Source: an optimization exercise on an open RTL-to-GDS flow (aim: small area). Production flows keep margins and buffers that such runs may drop.
In this exercise RTL edits were held to simulation tests only and were not proved equivalent to the original.
Power figures rest on the tool's default switching activity, not on a simulated workload. The flow treats the clock pin as an ideal source, which a real chip does not have.

## exp/pepper
## usbAudioFunction
module usbAudioFunction (
   input  wire        USB_Clk,
   input  wire        rst,
   input  wire  [3:0] endpoint,
   input  wire        outSetup,
   input  wire        outSoP,
   input  wire        outEoP,
   input  wire  [7:0] outData,
   input  wire        outValid,
   input  wire        inWaitRequest,
   input  wire        inAck,
   input  wire        error,
   input  wire        resetRequest,
   output logic [6:0] address,
   output logic       stall,
   output logic [7:0] inData,
   output logic       inReady,
   output logic       inZeroLength,
   output logic       inSequence,
   output logic       outWaitRequest,
   output logic [1:0] audio              
);
For scale: roughly 44 I/O pins, roughly 110,000 µm² of cells after synthesis.
Settings: LEC_CHECK=0, ABC_AREA=1, CAP_MARGIN=20, CORE_MARGIN=2, CORE_UTILIZATION=70, CTS_CLUSTER_DIAMETER=80, CTS_CLUSTER_SIZE=30, PLACE_DENSITY=0.78, SLEW_MARGIN=20, SYNTH_MEMORY_MAX_BITS=16384; clock period 10.0 ns.
standard.sh (not shown) runs the stock make flow with config.mk's settings and CLKGATE_MAP_FILE= SYNTH_SCRIPT=/design/flow/synth_recipe.tcl, a recipe that flattens the netlist after the stock synthesis.
==> flow/flow/run.sh <==
#!/bin/bash
# The standard layout, with clock tree synthesis told not to add dummy loads.
set -euo pipefail
export CTS_ARGS="-sink_clustering_enable -repair_clock_nets -sink_clustering_size 35 -sink_clustering_max_diameter 70 -dont_use_dummy_load"
bash standard.sh finish > flow_make.log 2>&1
exp/pepper completed every stage of the flow, and the final layout passed the timing, design-rule and antenna checks.
Changes in exp/zinc relative to exp/pepper:
==> flow/flow/run.sh <==
#!/bin/bash
# The standard layout, with clock tree synthesis told not to add dummy loads.
set -euo pipefail
export CTS_ARGS="-sink_clustering_enable -repair_clock_nets -sink_clustering_size 30 -sink_clustering_max_diameter 80 -dont_use_dummy_load"
bash standard.sh finish > flow_make.log 2>&1
Notes after the runs:
- Re final instance area: exp/pepper and exp/zinc aren't equal, and the lower value belongs to exp/pepper.
- Per the comparison of exp/zinc with exp/pepper, routed length per instance moved up; share of final-layout standard cells stronger than drive strength 1 moved up; cell area power density moved up; vertical extent of the die level.
- exp/pepper -> exp/zinc: aggregate global routing overflow delta 0, exact match
- exp/zinc ended with every stage complete and zero timing, DRC or antenna violations.
- Compared with exp/pepper, exp/zinc shows total routed wirelength that has gone up slightly.
- Worst-case setup margin in the final layout was lower in the run labelled exp/zinc.
- Looking at highest metal layer with signal wires, the met4 result is from exp/zinc; the met5 one comes from exp/pepper.
- On overall die width, exp/pepper tracks exp/zinc almost exactly.
What exp/tundra does differently from exp/zinc at the input level:
Settings: a change of PLACE_DENSITY from 0.78 to 0.8; a change of CORE_UTILIZATION from 70 to 75.
==> flow/run.sh (new file) <==
#!/bin/bash
# synth_recipe.tcl (not shown) runs the flow's synth.tcl, then flattens the netlist and writes it again
# the make line also repeats each setting of config.mk as NAME=value (left out here)
make -C /OpenROAD-flow-scripts/flow DESIGN_CONFIG=/design/flow/config.mk WORK_HOME=/design/flow/orfs CLKGATE_MAP_FILE= SYNTH_SCRIPT=/design/flow/synth_recipe.tcl finish
removed: flow/flow/run.sh
removed: flow/standard.sh
Results
exp/tundra: full flow OK, the timing, design-rule and antenna checks passed
exp/tundra -> exp/zinc: number of max-slew violations in the final report delta 0, exact match
Worst setup slack, exp/zinc and exp/tundra, higher one = exp/zinc.
Diff exp/zinc -> exp/tundra: setup fix buffers added after clock tree synthesis comparable; part of the total power dissipated in sequential elements lost 0.7 points; number of cells in the design after placement fell by about 1.5%; clock power higher.
In the flow results for exp/zinc and exp/tundra, the clock network area share is larger on exp/tundra.
Compared to exp/zinc, exp/tundra has power density over cell area 0.91% higher.
Compared with exp/zinc, exp/tundra improves setup clock skew after layout.

========
Setup of cedar:
Starting RTL as in the previous note.
export LEC_CHECK = 0
export ABC_AREA = 1
export CAP_MARGIN = 20
export CORE_MARGIN = 2
export CORE_UTILIZATION = 70
export CTS_CLUSTER_DIAMETER = 80
export CTS_CLUSTER_SIZE = 30
export PLACE_DENSITY = 0.78
export SLEW_MARGIN = 20
export SYNTH_MEMORY_MAX_BITS = 16384
create_clock -name core_clock -period 10.0 [get_ports {USB_Clk}]
run.sh (not shown) runs the stock make flow with config.mk's settings and CLKGATE_MAP_FILE= SYNTH_SCRIPT=/design/flow/synth_recipe.tcl, a recipe that flattens the netlist after the stock synthesis.
Stock flow here: none of the scripts above is used.
What birch does differently from cedar at the input level:
==> flow/flow/run.sh (new file) <==
#!/bin/bash
# The standard layout, with clock tree synthesis told not to add dummy loads.
set -euo pipefail
export CTS_ARGS="-sink_clustering_enable -repair_clock_nets -sink_clustering_size 33 -sink_clustering_max_diameter 80 -dont_use_dummy_load"
bash standard.sh finish > flow_make.log 2>&1
==> flow/standard.sh (new file) <==
#!/bin/bash
# synth_recipe.tcl (not shown) runs the flow's synth.tcl, then flattens the netlist and writes it again
# the make line also repeats each setting of config.mk as NAME=value (left out here)
make -C /OpenROAD-flow-scripts/flow DESIGN_CONFIG=/design/flow/config.mk WORK_HOME=/design/flow/orfs CLKGATE_MAP_FILE= SYNTH_SCRIPT=/design/flow/synth_recipe.tcl "${@:-finish}"
removed: flow/run.sh
Notes after the runs:
cedar → birch: area added between synthesis and finish fell by 0.61 points; fill cell total of the finished layout rose by about 2%; net count after synthesis stayed essentially flat.

## port drivers added, routing unchanged
Ports are ideal in the flow. The routed layouts listed here were re-timed in OpenROAD.
Step 1: set_driving_cell puts a clkbuf_16 on USB_Clk and a buf_2 on each other input, an assumption about the parent block.
Step 2 also shifts input and output timing later by t, the mid clock arrival at the registers, as if the neighbouring blocks saw the same clock.
Three values: no drivers, after step 1, after step 2; two values: the first two.
run | t (ns) | slack for setup (ns) | clock arrival spread, ns
exp/pepper | 0.905 | 4.307 / 4.218 / 4.821 | 0.104 / 0.104
exp/zinc | 0.895 | 4.261 / 4.175 / 4.822 | 0.084 / 0.084
exp/tundra | 0.940 | 4.234 / 4.147 / 4.806 | 0.042 / 0.042
cedar | 0.932 | 4.228 / 4.142 / 4.820 | 0.031 / 0.032
birch | 0.889 | 4.292 / 4.206 / 4.813 | 0.091 / 0.091
After both steps every run listed still meets setup and hold.
